This design comes from an exercise in tuning for small area, a short achievable clock period and few clock cycles on the open sky130 flow, not from production work. In this exercise RTL edits were held to simulation tests only and were not proved equivalent to the original. Power and IR drop assume default switching activity.

==> flow/design.v <==
package vfc_pkg;
	localparam int VALUE_W = 32;
	localparam int COUNT_W = 16;
	localparam logic [COUNT_W-1:0] COUNT_MAX = {COUNT_W{1'b1}};
	typedef enum logic [1:0] {
		ST_COLLECT = 2'b01,
		ST_DRAIN   = 2'b10
	} vfc_state_t;
	typedef struct packed {
		logic absorb;    
		logic append;    
		logic shift;     
	} cell_ctrl_t;
endpackage
module vfc_cell #(
	parameter int IDX    = 0,
	parameter int USED_W = 7
) (
	input  logic                               clk,
	input  vfc_pkg::cell_ctrl_t                ctrl,
	input  logic [USED_W-1:0]                  used_count,
	input  logic signed [vfc_pkg::VALUE_W-1:0] sample,
	input  logic signed [vfc_pkg::VALUE_W-1:0] next_value,
	input  logic [vfc_pkg::COUNT_W-1:0]        next_count,
	output logic signed [vfc_pkg::VALUE_W-1:0] value,
	output logic [vfc_pkg::COUNT_W-1:0]        count,
	output logic                               hit
);
	logic signed [vfc_pkg::VALUE_W-1:0] value_q;
	logic [vfc_pkg::COUNT_W-1:0]        count_q;
	logic                      occupied;
	logic                      is_free;
	assign occupied = USED_W'(IDX) < used_count;
	assign is_free  = USED_W'(IDX) == used_count;
	assign hit      = occupied && (value_q == sample);
	always_ff @(posedge clk) begin
		if (ctrl.shift) begin
			value_q <= next_value;
			count_q <= next_count;
		end else if (ctrl.absorb) begin
			if (hit) begin
				if (count_q != vfc_pkg::COUNT_MAX) count_q <= count_q + vfc_pkg::COUNT_W'(1);
			end else if (ctrl.append && is_free) begin
				value_q <= sample;
				count_q <= vfc_pkg::COUNT_W'(1);
			end
		end
	end
	assign value = value_q;
	assign count = count_q;
endmodule
module value_frequency_counter_unit #(
	parameter int TABLE_DEPTH = 64
) (
	input  logic               clk,
	input  logic               arst_n,
	input  logic               sample_valid,
	output logic               sample_ready,
	input  logic signed [31:0] sample_value,
	input  logic               sample_final,
	output logic               result_valid,
	input  logic               result_ready,
	output logic signed [31:0] result_value,
	output logic        [15:0] result_count,
	output logic               result_run_end,
	output logic               result_overflow
);
	localparam int USED_W = $clog2(TABLE_DEPTH + 1);
	vfc_pkg::vfc_state_t                state_q;
	logic [USED_W-1:0]         used_q;
	logic                      overflow_q;
	logic                      out_valid_q;
	logic signed [vfc_pkg::VALUE_W-1:0] out_value_q;
	logic [vfc_pkg::COUNT_W-1:0]        out_count_q;
	logic                      out_end_q;
	logic                      out_ovf_q;
	logic signed [vfc_pkg::VALUE_W-1:0] cell_value [TABLE_DEPTH];
	logic [vfc_pkg::COUNT_W-1:0]        cell_count [TABLE_DEPTH];
	logic [TABLE_DEPTH-1:0]    cell_hit;
	vfc_pkg::cell_ctrl_t ctrl;
	logic       take_sample;
	logic       any_hit;
	logic       table_full;
	logic       drain_step;
	assign sample_ready = (state_q == vfc_pkg::ST_COLLECT);
	assign take_sample     = sample_valid && sample_ready;
	assign any_hit         = |cell_hit;
	assign table_full      = (used_q == USED_W'(TABLE_DEPTH));
	assign drain_step = (state_q == vfc_pkg::ST_DRAIN) && (!out_valid_q || result_ready);
	assign ctrl.absorb = take_sample;
	assign ctrl.append = !any_hit;
	assign ctrl.shift  = drain_step;
	for (genvar k = 0; k < TABLE_DEPTH; k++) begin : g_cell
		localparam int NXT = (k == TABLE_DEPTH - 1) ? k : k + 1;
		vfc_cell #(
			.IDX    (k),
			.USED_W (USED_W)
		) u_cell (
			.clk        (clk),
			.ctrl       (ctrl),
			.used_count (used_q),
			.sample     (sample_value),
			.next_value (cell_value[NXT]),
			.next_count (cell_count[NXT]),
			.value      (cell_value[k]),
			.count      (cell_count[k]),
			.hit        (cell_hit[k])
		);
	end
	always_ff @(posedge clk or negedge arst_n) begin
		if (!arst_n) begin
			state_q    <= vfc_pkg::ST_COLLECT;
			used_q     <= '0;
			overflow_q <= 1'b0;
		end else begin
			unique case (state_q)
				vfc_pkg::ST_COLLECT: begin
					if (take_sample) begin
						if (!any_hit) begin
							if (table_full) overflow_q <= 1'b1;
							else            used_q     <= used_q + USED_W'(1);
						end
						if (sample_final) state_q <= vfc_pkg::ST_DRAIN;
					end
				end
				vfc_pkg::ST_DRAIN: begin
					if (drain_step) begin
						used_q <= used_q - USED_W'(1);
						if (used_q == USED_W'(1)) begin
							state_q    <= vfc_pkg::ST_COLLECT;
							overflow_q <= 1'b0;
						end
					end
				end
				default: state_q <= vfc_pkg::ST_COLLECT;
			endcase
		end
	end
	always_ff @(posedge clk or negedge arst_n) begin
		if (!arst_n) begin
			out_valid_q <= 1'b0;
		end else if (drain_step) begin
			out_valid_q <= 1'b1;
		end else if (result_ready) begin
			out_valid_q <= 1'b0;
		end
	end
	always_ff @(posedge clk) begin
		if (drain_step) begin
			out_value_q <= cell_value[0];
			out_count_q <= cell_count[0];
			out_end_q   <= (used_q == USED_W'(1));
			out_ovf_q   <= overflow_q;
		end
	end
	assign result_valid          = out_valid_q;
	assign result_value = out_value_q;
	assign result_count    = out_count_q;
	assign result_run_end        = out_end_q;
	assign result_overflow = out_ovf_q;
endmodule
==> flow/run.sh <==
#!/bin/bash
# synth_recipe.tcl (not shown) runs the flow's synth.tcl, then flattens the netlist and writes it again
# the make line also repeats each setting of config.mk as NAME=value (left out here)
make -C /OpenROAD-flow-scripts/flow DESIGN_CONFIG=/design/flow/config.mk WORK_HOME=/design/flow/orfs CLKGATE_MAP_FILE= SYNTH_SCRIPT=/design/flow/synth_recipe.tcl finish
==> flow/config.mk <==
export PLATFORM = sky130hd
export DESIGN_NAME = value_frequency_counter_unit
export DESIGN_NICKNAME = value_frequency_counter_unit
export VERILOG_FILES = /design/flow/design.v
export SDC_FILE = /design/flow/constraint.sdc
export NUM_CORES = 4
export LEC_CHECK = 0
export CAP_MARGIN = 20
export CORE_MARGIN = 2
export CORE_UTILIZATION = 35
export SLEW_MARGIN = 20
==> flow/constraint.sdc <==
create_clock -name core_clock -period 7.0 [get_ports {clk}]
set_input_delay 1.4000 -clock core_clock [delete_from_list [all_inputs] [get_ports {clk}]]
set_output_delay 1.4000 -clock core_clock [all_outputs]
set_load 0.01 [all_outputs]
==> impl_metrics.xml <==
<?xml version="1.0" encoding="UTF-8"?>
<metrics>
  <group name="clock_tree">
    <metric name="cts_setup_buffers" unit="">0</metric>
    <metric name="clockBufferDepth" unit="">4</metric>
    <metric name="cts-hold-fix-buffers" unit="">0</metric>
    <metric name="worst_skew_pair.late_latency" unit="ns">1.00</metric>
    <metric name="clock_root_buffer" unit="">sky130_fd_sc_hd__clkbuf_16</metric>
    <metric name="cts_tree" unit="">yes</metric>
    <metric name="cts-htree-levels" unit="">5</metric>
    <metric name="cts-resized-gates" unit="">0</metric>
    <metric name="cts.reportedPaths.clkPinSlew" unit="ns">0.06</metric>
    <metric name="cts_sinks" unit="">3133</metric>
    <metric name="cts_inserted_buffers" unit="">341</metric>
  </group>
  <group name="placement">
    <metric name="dp_hpwl" unit="mm">410</metric>
    <metric name="dpl-instance-area" unit="mm²">0.176</metric>
    <metric name="globalplace.congestion" unit="">0.958</metric>
    <metric name="port_buffers" unit="">88</metric>
    <metric name="place_worst_setup_slack" unit="ns">0.299</metric>
  </group>
  <group name="route">
    <metric name="drtIter0Drc" unit="">17300</metric>
    <metric name="wirelength" unit="mm">602</metric>
    <metric name="drt_drc_violations_left" unit="">0</metric>
    <metric name="drt_first_pass_iters" unit="">9</metric>
    <metric name="ant_nets" unit="">0</metric>
    <metric name="routed-via-count" unit="">118000</metric>
    <metric name="avgViaCountPerCell" unit="">5.81</metric>
    <metric name="wl_per_cell" unit="µm">29.7</metric>
  </group>
  <group name="synth">
    <metric name="synth_fp_nets" unit="">13800</metric>
    <metric name="seq_area_frac_synth" unit="">0.566</metric>
    <metric name="async_flop_share" unit="">0.00351</metric>
    <metric name="ys_warnings" unit="">67</metric>
    <metric name="synthesis.instances" unit="">13700</metric>
    <metric name="synthDominantCellAreaShare" unit="">0.564</metric>
    <metric name="synth_seq_cells" unit="">3133</metric>
    <metric name="post_synth_instance_area" unit="mm²">0.166</metric>
    <metric name="yosys-top-cells-area" unit="">sky130_fd_sc_hd__edfxtp_1 56%, sky130_fd_sc_hd__xnor2_1 11%, sky130_fd_sc_hd__a21o_1 9.1%, sky130_fd_sc_hd__xor2_1 4.4%, sky130_fd_sc_hd__o31ai_1 4.0%</metric>
    <metric name="synth_top_area_cell" unit="">sky130_fd_sc_hd__edfxtp_1</metric>
    <metric name="synth_enable_flop_cells" unit="">3122</metric>
    <metric name="synth.distinct_cells" unit="">79</metric>
    <metric name="postSynthAreaPerCell" unit="µm²">12.1</metric>
    <metric name="synth_flop_cell" unit="">sky130_fd_sc_hd__edfxtp_1</metric>
  </group>
  <group name="cells_and_area">
    <metric name="final_cell_area" unit="mm²">0.187</metric>
    <metric name="design.final.nets" unit="">13800</metric>
    <metric name="flow.area_growth_from_synthesis" unit="%">12.6</metric>
    <metric name="drive_above_1_share" unit="">0.0878</metric>
  </group>
  <group name="timing">
    <metric name="clock-skew-final" unit="ns">0.0681</metric>
    <metric name="sum_of_negative_setup_slack" unit="ns">0</metric>
    <metric name="fmax" unit="MHz">150</metric>
    <metric name="timing_hold_violations_final" unit="">0</metric>
    <metric name="postLayoutSetupSlackWorst" unit="ns">0.326</metric>
    <metric name="unrepaired_setup_endpoints_after_global_routing" unit="">false</metric>
    <metric name="final_cycle_utilization_of_the_critical_path" unit="">0.953</metric>
    <metric name="layout_min_cycle_time" unit="ns">6.67</metric>
    <metric name="maxSlewHeadroom" unit="">0.152</metric>
    <metric name="worst-slew-pin-transition" unit="ns">1.27</metric>
    <metric name="final-setup-viol-count" unit="">0</metric>
    <metric name="final-max-slew-violation-count" unit="">0</metric>
  </group>
  <group name="worst_setup_path">
    <metric name="critPathArrivalTime" unit="ns">7.26</metric>
    <metric name="worstSetupStartpointType" unit="">flip-flop</metric>
    <metric name="timing.critical_path.required" unit="ns">7.58</metric>
    <metric name="worst_setup_path_class" unit="">flip-flop to flip-flop</metric>
    <metric name="worst-path-max-fanout" unit="">32</metric>
    <metric name="critical_path.endpoint_type" unit="">flip-flop</metric>
  </group>
  <group name="die">
    <metric name="die_outline_height" unit="µm">693</metric>
    <metric name="placement_rows" unit="">253</metric>
    <metric name="fp.dieArea" unit="mm²">0.480</metric>
    <metric name="die_x" unit="µm">693</metric>
    <metric name="start_util" unit="">0.351</metric>
    <metric name="core-area" unit="mm²">0.474</metric>
    <metric name="io-pin-count" unit="">89</metric>
  </group>
  <group name="pwr">
    <metric name="finalPower" unit="mW">63.2</metric>
    <metric name="leakage_power" unit="nW">67.7</metric>
    <metric name="power_per_cell_area" unit="mW/mm²">338</metric>
    <metric name="ir_worst_vdd" unit="mV">0.199</metric>
  </group>
  <group name="global_routing">
    <metric name="wire_length_of_the_first_global_routing_pass" unit="mm">851</metric>
    <metric name="grt_start_max_net_pins" unit="">236</metric>
    <metric name="grt_usage" unit="">0.242</metric>
    <metric name="grt_pass1_vias" unit="">114000</metric>
    <metric name="grt_antenna_before_repair" unit="">24</metric>
    <metric name="globalRouteOverflowTotal" unit="">0</metric>
  </group>
  <group name="job">
    <metric name="cap_violations" unit="">0</metric>
  </group>
  <group name="min_path">
    <metric name="timing.hold.worst.class" unit="">flip-flop to flip-flop</metric>
  </group>
  <group name="status">
    <metric name="run_status" unit="">finished clean</metric>
  </group>
</metrics>
==> metrics by stage <==
step	utilization	hold slack, ns	cells
2_1_floorplan	-	0.421	13700
4_1_cts	0.395	0.468	20300
5_1_grt	0.395	0.480	20300
3_3_place_gp	0.372	0.451	19600
6_report	0.395	0.462	20300
3_5_place_dp	0.372	0.454	19600
==> state kept, by name (all words and copies together), names as in the netlist, 2 cells and up <==
signal,cells
used_q,7
out_value_q,32
g_cell.u_cell.count_q,1024
state_q,2
out_count_q,16
g_cell.u_cell.value_q,2048
==> report_power, final <==
group / internal (mW) / switching (mW) / leakage [nW]
clock: 10.0 / 8.01 / 5.28
sequential: 25.6 / 3.11 / 28.8
combinational: 5.49 / 11.0 / 33.7
==> path summary, 6_finish.rpt <==
path / endpoint / slack [ns] / start / cells after the start
worst max-delay path: g_cell[18].u_cell.value_q[26]$_DFFE_PP_ / 0.33 / used_q[1]$_DFFE_PN0P_ / 16
worst min-delay path: out_ovf_q$_DFFE_PP_ / 0.46 / overflow_q$_DFFE_PN0P_ / 0
worst max register to register: g_cell[18].u_cell.value_q[26]$_DFFE_PP_ / 0.33 / used_q[1]$_DFFE_PN0P_ / 16
worst min register to register: out_ovf_q$_DFFE_PP_ / 0.46 / overflow_q$_DFFE_PN0P_ / 0
max in group asynchronous: used_q[6]$_DFFE_PN0P_ / 5.62 / arst_n / 1
min in group asynchronous: out_valid_q$_DFFE_PN0P_ / 0.86 / arst_n / 1
==> cell families after synthesis <==
group	count (synthesis)	synth area share
xor gates and xnor gates	2939	0.155
AOI/OAI and AO/OA	3300	0.148
DFF	3133	0.566
buffers and inverters	1077	0.0305
adders and majority gates	72	0.00542
muxes	2	0.000128
and+or+nand+nor	3202	0.0955
==> area by class of cell <==
cell class	count	area (µm²)
antenna	11	27.5
fill	44800	287000
inverter	80	308
tap	6247	7820
sequential	3133	94000
clock inverter	195	1630
multi-input combinational	9515	67600
timing repair buffer	651	6530
clock buffer	434	9100
==> synth_stat cells, drive strengths merged, types with 15 or more instances <==
master and instances:
a41oi 22, ha 72, nor3 87, xor2 827
o21ai 145, edfxtp 3122, nand3 424, o221ai 34
a31oi 64, nand4b 16, nand2 1283, a2111oi 15
nor4b 16, a21oi 39, a41o 39, buf 277
inv 80, clkbuf 720, and3 324, and2 95
xnor2 2112, a21o 2020, nand4 500, nor2 277
nor4 140, o31ai 894
==> critical path, cell delays in order, from the launching register on <==
cell                        delay [ns]
sky130_fd_sc_hd__dfrtp_1          0.76
sky130_fd_sc_hd__or2_2            0.76
sky130_fd_sc_hd__nand2_1          0.58
sky130_fd_sc_hd__buf_4            0.38
sky130_fd_sc_hd__a2111oi_1        0.18
sky130_fd_sc_hd__nand4b_2         0.30
sky130_fd_sc_hd__nand4_1          0.29
sky130_fd_sc_hd__nor4_2           0.93
sky130_fd_sc_hd__buf_4            0.29
sky130_fd_sc_hd__nand4_4          0.20
sky130_fd_sc_hd__nor2_4           0.18
sky130_fd_sc_hd__buf_4            0.17
sky130_fd_sc_hd__buf_4            0.15
sky130_fd_sc_hd__nand3_4          0.12
sky130_fd_sc_hd__buf_12           0.24
sky130_fd_sc_hd__o21ai_2          0.17
sky130_fd_sc_hd__buf_4            0.42
==> per-layer routing <==
metal | wire length, µm | vias up | share of wire | GRT usage
met4 | 34700 | 14 | 0.058 | 0.119
met1 | 241000 | 59300 | 0.40 | 0.327
met3 | 66300 | 1393 | 0.11 | 0.0577
met2 | 260000 | 6497 | 0.43 | 0.363
met5 | 99 | - | 0.00016 | 0
li1 | - | 50600 | - | -
==> placed cells by master, fill, tap and decap left out, types with 39 or more instances in the layout <==
master / n
sky130_fd_sc_hd__xor2_1: 827
sky130_fd_sc_hd__o21ai_0: 75
sky130_fd_sc_hd__and3_1: 324
sky130_fd_sc_hd__a21o_1: 2020
sky130_fd_sc_hd__clkbuf_16: 350
sky130_fd_sc_hd__clkbuf_1: 81
sky130_fd_sc_hd__nor3_1: 83
sky130_fd_sc_hd__a31oi_1: 64
sky130_fd_sc_hd__clkinv_2: 70
sky130_fd_sc_hd__nand2_1: 1277
sky130_fd_sc_hd__a41o_1: 39
sky130_fd_sc_hd__and2_1: 68
sky130_fd_sc_hd__o31ai_1: 888
sky130_fd_sc_hd__nand3_1: 413
sky130_fd_sc_hd__buf_12: 107
sky130_fd_sc_hd__nand4_1: 493
sky130_fd_sc_hd__clkdlybuf4s50_1: 56
sky130_fd_sc_hd__nor2_1: 263
sky130_fd_sc_hd__xnor2_1: 2112
sky130_fd_sc_hd__nor4_1: 135
sky130_fd_sc_hd__edfxtp_1: 3122
sky130_fd_sc_hd__ha_1: 72
sky130_fd_sc_hd__inv_1: 79
sky130_fd_sc_hd__clkinv_1: 78
sky130_fd_sc_hd__buf_4: 453
Testbench counts, summed over its fixed seeds: cycles 25,344.

## static timing again, ports no longer ideal
Ports are ideal in the flow. The routed layout listed here was re-timed in OpenROAD.
Step 1, drivers: a clkbuf_16 drives clk and a buf_2 each remaining input, both assumed.
Step 2 times the ports against the registers' clock, not the clock port: input delays grow and output delays shrink by t, the midpoint of the rising clock arrivals with the driver on.
a / b / c = no drivers / after step 1 / after step 2; a / b = the first two.
shift t [ns]: 1.095
slack for setup (ns): 0.326 / 0.326 / 0.069
hold slack, ns: 0.462 / 0.462 / 0.462
slew at the worst register clock pin (ns): 0.07 / 0.07
After both steps setup and hold are still met in this run. The setup slack of this run moves by 0.000 ns with the drivers and by -0.257 ns with both steps.
